Context: an optimization exercise on an open-source flow, tuned for a short achievable clock period and few clock cycles. The choices shown serve that exercise and are no tape-out recipe.
Only simulation tests tie the RTL to the original design; equivalence was not proved.
No activity file was given, so power comes from the tool's default toggle rates.

red:
Design cpu_core, start of the top module:
module cpu_core #(
    parameter cpu_pkg::word_t RESET_PC = '0
) (
    input  logic   clk,
    input  logic   arst_n,
    output cpu_pkg::word_t  imem_addr,         
    input  cpu_pkg::instr_t imem_rdata,
    output cpu_pkg::word_t  dmem_addr,
    output cpu_pkg::word_t  dmem_wdata,
    output logic   dmem_we,           
    output logic   dmem_re,           
    input  cpu_pkg::word_t  dmem_rdata
);
    cpu_pkg::word_t    arr_pc;
    logic              arr_valid, arr_pred;
    cpu_pkg::aluop_t   aluop0;
    logic              use_rs0, use_rt0, b_imm0, b_link0, reg_write0, flag_write0;
    logic              is_load0, is_store0, is_jimm0, is_jreg0, is_branch0, br_true0, br_inv0;
    cpu_pkg::reg_idx_t dst0;
    cpu_pkg::reg_idx_t rs0;
    logic              lit_hit, r15_ok, r_safe, early_jump;
    cpu_pkg::word_t    early_target, rf_r15;
    logic              r_v, r_pred;
    cpu_pkg::word_t    r_pc, r_pcinc, r_imm;
    cpu_pkg::reg_idx_t r_rs, r_rt, r_dst;
    logic [15:0]       r_rs_sel, r_rt_sel;
    cpu_pkg::aluop_t   r_aluop;
    logic              r_use_rs, r_use_rt, r_b_imm, r_b_link, r_reg_write, r_flag_write;
    logic              r_is_load, r_is_store, r_is_jimm, r_is_jreg, r_is_branch, r_br_true, r_br_inv;
  ...
Size in the first run: roughly 3400 cells after synthesis, roughly 600 flip-flops.
export LEC_CHECK = 0
export CAP_MARGIN = 20
export CORE_MARGIN = 2
export CORE_UTILIZATION = 40
export SLEW_MARGIN = 20
create_clock -name core_clock -period 9.0 [get_ports {clk}]
standard.sh (not shown) runs the stock make flow with config.mk's settings and CLKGATE_MAP_FILE= SYNTH_SCRIPT=/design/flow/synth_recipe.tcl, a recipe that flattens the netlist after the stock synthesis.
==> flow/flow/run.sh <==
#!/bin/bash
# Standard ORFS layout (the standard.sh: standard synthesis, floorplan,
# placement, CTS, routing, finish), with repair aiming further below the
# clock period and sized port buffers. All tool output is in make.log here
# and in ORFS's own logs under orfs/logs.
set -euo pipefail
bash standard.sh \
  SETUP_SLACK_MARGIN=6.5 \
  TNS_END_PERCENT=100 \
  MATCH_CELL_FOOTPRINT=0 \
  "BUFFER_PORTS_ARGS=-buffer_cell sky130_fd_sc_hd__buf_4" \
  finish > make.log 2>&1
Testbench counts of red, summed over its fixed seeds: cycles 10,525.
Changes in purple relative to red:
diff --git a/flow/flow/run.sh b/flow/flow/run.sh
--- a/flow/flow/run.sh
+++ b/flow/flow/run.sh
@@ -6,5 +6,5 @@
 set -euo pipefail
 bash standard.sh \
-  SETUP_SLACK_MARGIN=6.5 \
+  SETUP_SLACK_MARGIN=6 \
   TNS_END_PERCENT=100 \
   MATCH_CELL_FOOTPRINT=0 \
Notes after the runs:
purple vs red: register-to-register slack down. Summary of purple over red: part of the cycle the worst path needs lost 1.1 points; total die area was more or less identical; total detailed-routing wirelength shows no meaningful change; met2 usage saw an increase. Looking at endpoint of the worst setup timing path, the r_use_rs result is from red; the i_program_counter.fetch_reg[6] one comes from purple.

* * *

Another version of the RTL of cpu_core (not shown whole).
Size in the first run: ~100 I/O pins, ~32000 sq um of cells after synthesis.
==> flow/design.v (excerpt) <==
module cpu_core #(
    parameter cpu_pkg::word_t RESET_PC = '0
) (
    input  logic   clk,
    input  logic   arst_n,
    output cpu_pkg::word_t  imem_addr,         
    input  cpu_pkg::instr_t imem_rdata,
    output cpu_pkg::word_t  dmem_addr,
    output cpu_pkg::word_t  dmem_wdata,
    output logic   dmem_we,           
    output logic   dmem_re,           
    input  cpu_pkg::word_t  dmem_rdata
);
    cpu_pkg::word_t    arr_pc;
    logic              arr_valid, arr_pred;
    cpu_pkg::aluop_t   aluop0;
    logic              use_rs0, use_rt0, b_imm0, b_link0, reg_write0, flag_write0;
    logic              is_load0, is_store0, is_jimm0, is_jreg0, is_branch0, br_true0, br_inv0;
    cpu_pkg::reg_idx_t dst0;
    cpu_pkg::reg_idx_t rs0;
    logic              lit_hit, r15_ok, r_safe, early_jump;
    cpu_pkg::word_t    early_target, rf_r15;
    logic              r_v, r_pred;
    cpu_pkg::word_t    r_pc, r_pcinc, r_imm;
    cpu_pkg::reg_idx_t r_rs, r_rt, r_dst;
    logic [15:0]       r_rs_sel, r_rt_sel;
    cpu_pkg::aluop_t   r_aluop;
    logic              r_use_rs, r_use_rt, r_b_imm, r_b_link, r_reg_write, r_flag_write;
    logic              r_is_load, r_is_store, r_is_jimm, r_is_jreg, r_is_branch, r_br_true, r_br_inv;
    cpu_pkg::word_t    rf_rs, rf_rt;
    logic              fwd_ex_a, fwd_ex_b, fwd_wb_a, fwd_wb_b, fwd_ld_a, fwd_ld_b;
    cpu_pkg::word_t    opa, opb, rs_jump;
    logic              stall_load, stall_jump, stall, go;
    logic              flag, taken_f0, taken_f1, taken;
    logic              redirect_f0, redirect_f1;
    cpu_pkg::word_t    target, redirect_addr;
    logic              redirect, install;
    logic              e_v;
    cpu_pkg::word_t    e_opa, e_opb;
    cpu_pkg::aluop_t   e_aluop;
    logic              e_reg_write, e_flag_write, e_load, e_store;
    cpu_pkg::word_t    e_wd;
    cpu_pkg::reg_idx_t e_dst;
    cpu_pkg::word_t    e_res;
    logic              w_v;               
    cpu_pkg::reg_idx_t w_dst;
    cpu_pkg::word_t    w_res;
    logic              req_load;          
    cpu_pkg::reg_idx_t req_dst;
    logic              ld_valid;          
    cpu_pkg::reg_idx_t ld_dst;
  ...
Settings: LEC_CHECK=0, CAP_MARGIN=20, CORE_MARGIN=2, CORE_UTILIZATION=40, SLEW_MARGIN=20; clock period 9.0 ns.
==> flow/flow/run.sh <==
#!/bin/bash
# Standard ORFS layout (the standard.sh: standard synthesis, floorplan,
# placement, CTS, routing, finish), with repair aiming further below the
# clock period and sized port buffers. All tool output is in make.log here
# and in ORFS's own logs under orfs/logs.
set -euo pipefail
bash standard.sh \
  SETUP_SLACK_MARGIN=7 \
  TNS_END_PERCENT=100 \
  MATCH_CELL_FOOTPRINT=0 \
  "BUFFER_PORTS_ARGS=-buffer_cell sky130_fd_sc_hd__buf_4" \
  finish > make.log 2>&1
The baseline produced a clean layout.
Testbench counts at the start, summed over its fixed seeds: cycles 10,525.
Rerun with:
--- a/flow/flow/run.sh
+++ b/flow/flow/run.sh
@@ -8 +8 @@
-  SETUP_SLACK_MARGIN=7 \
+  SETUP_SLACK_MARGIN=6.5 \
Area after synthesis stays the same.
Clock skew grows by 0.012 ns.
Clock power grows by about 5%.
Cell area drops by 2.2%.
Total power rose by 1.3%.
Die area is unchanged.
Worst setup slack is better by 0.10 ns.
Critical path depth came out lower by 2.
Fmax is higher by 3.1%.

==> static timing again, ports no longer ideal <==
The flow's constraints put no driver on any port. The routed layouts listed below were extracted and timed again, unchanged, in two steps. Step 1 assumes that a clkbuf_16 drives the clock port and a buf_2 every other input. Step 2 also shifts input and output timing later by t, the mid clock arrival at the registers, as if the neighbouring blocks saw the same clock. Slacks: ideal / step 1 / step 2; pairs: ideal / step 1.
run	shift t [ns]	setup slack, ns	worst register clock-pin slew, ns
red	0.694	5.435 / 5.462 / 4.769	0.06 / 0.06
purple	0.689	5.537 / 5.558 / 4.873	0.07 / 0.07
the first run of note 2	0.677	5.568 / 5.598 / 4.921	0.07 / 0.07
the second run of note 2	0.696	5.671 / 5.701 / 5.012	0.07 / 0.07
After both steps setup and hold are still met in every run listed. For red, which loses most, drivers alone change the setup slack by +0.027 ns; drivers and shift together by -0.666 ns.
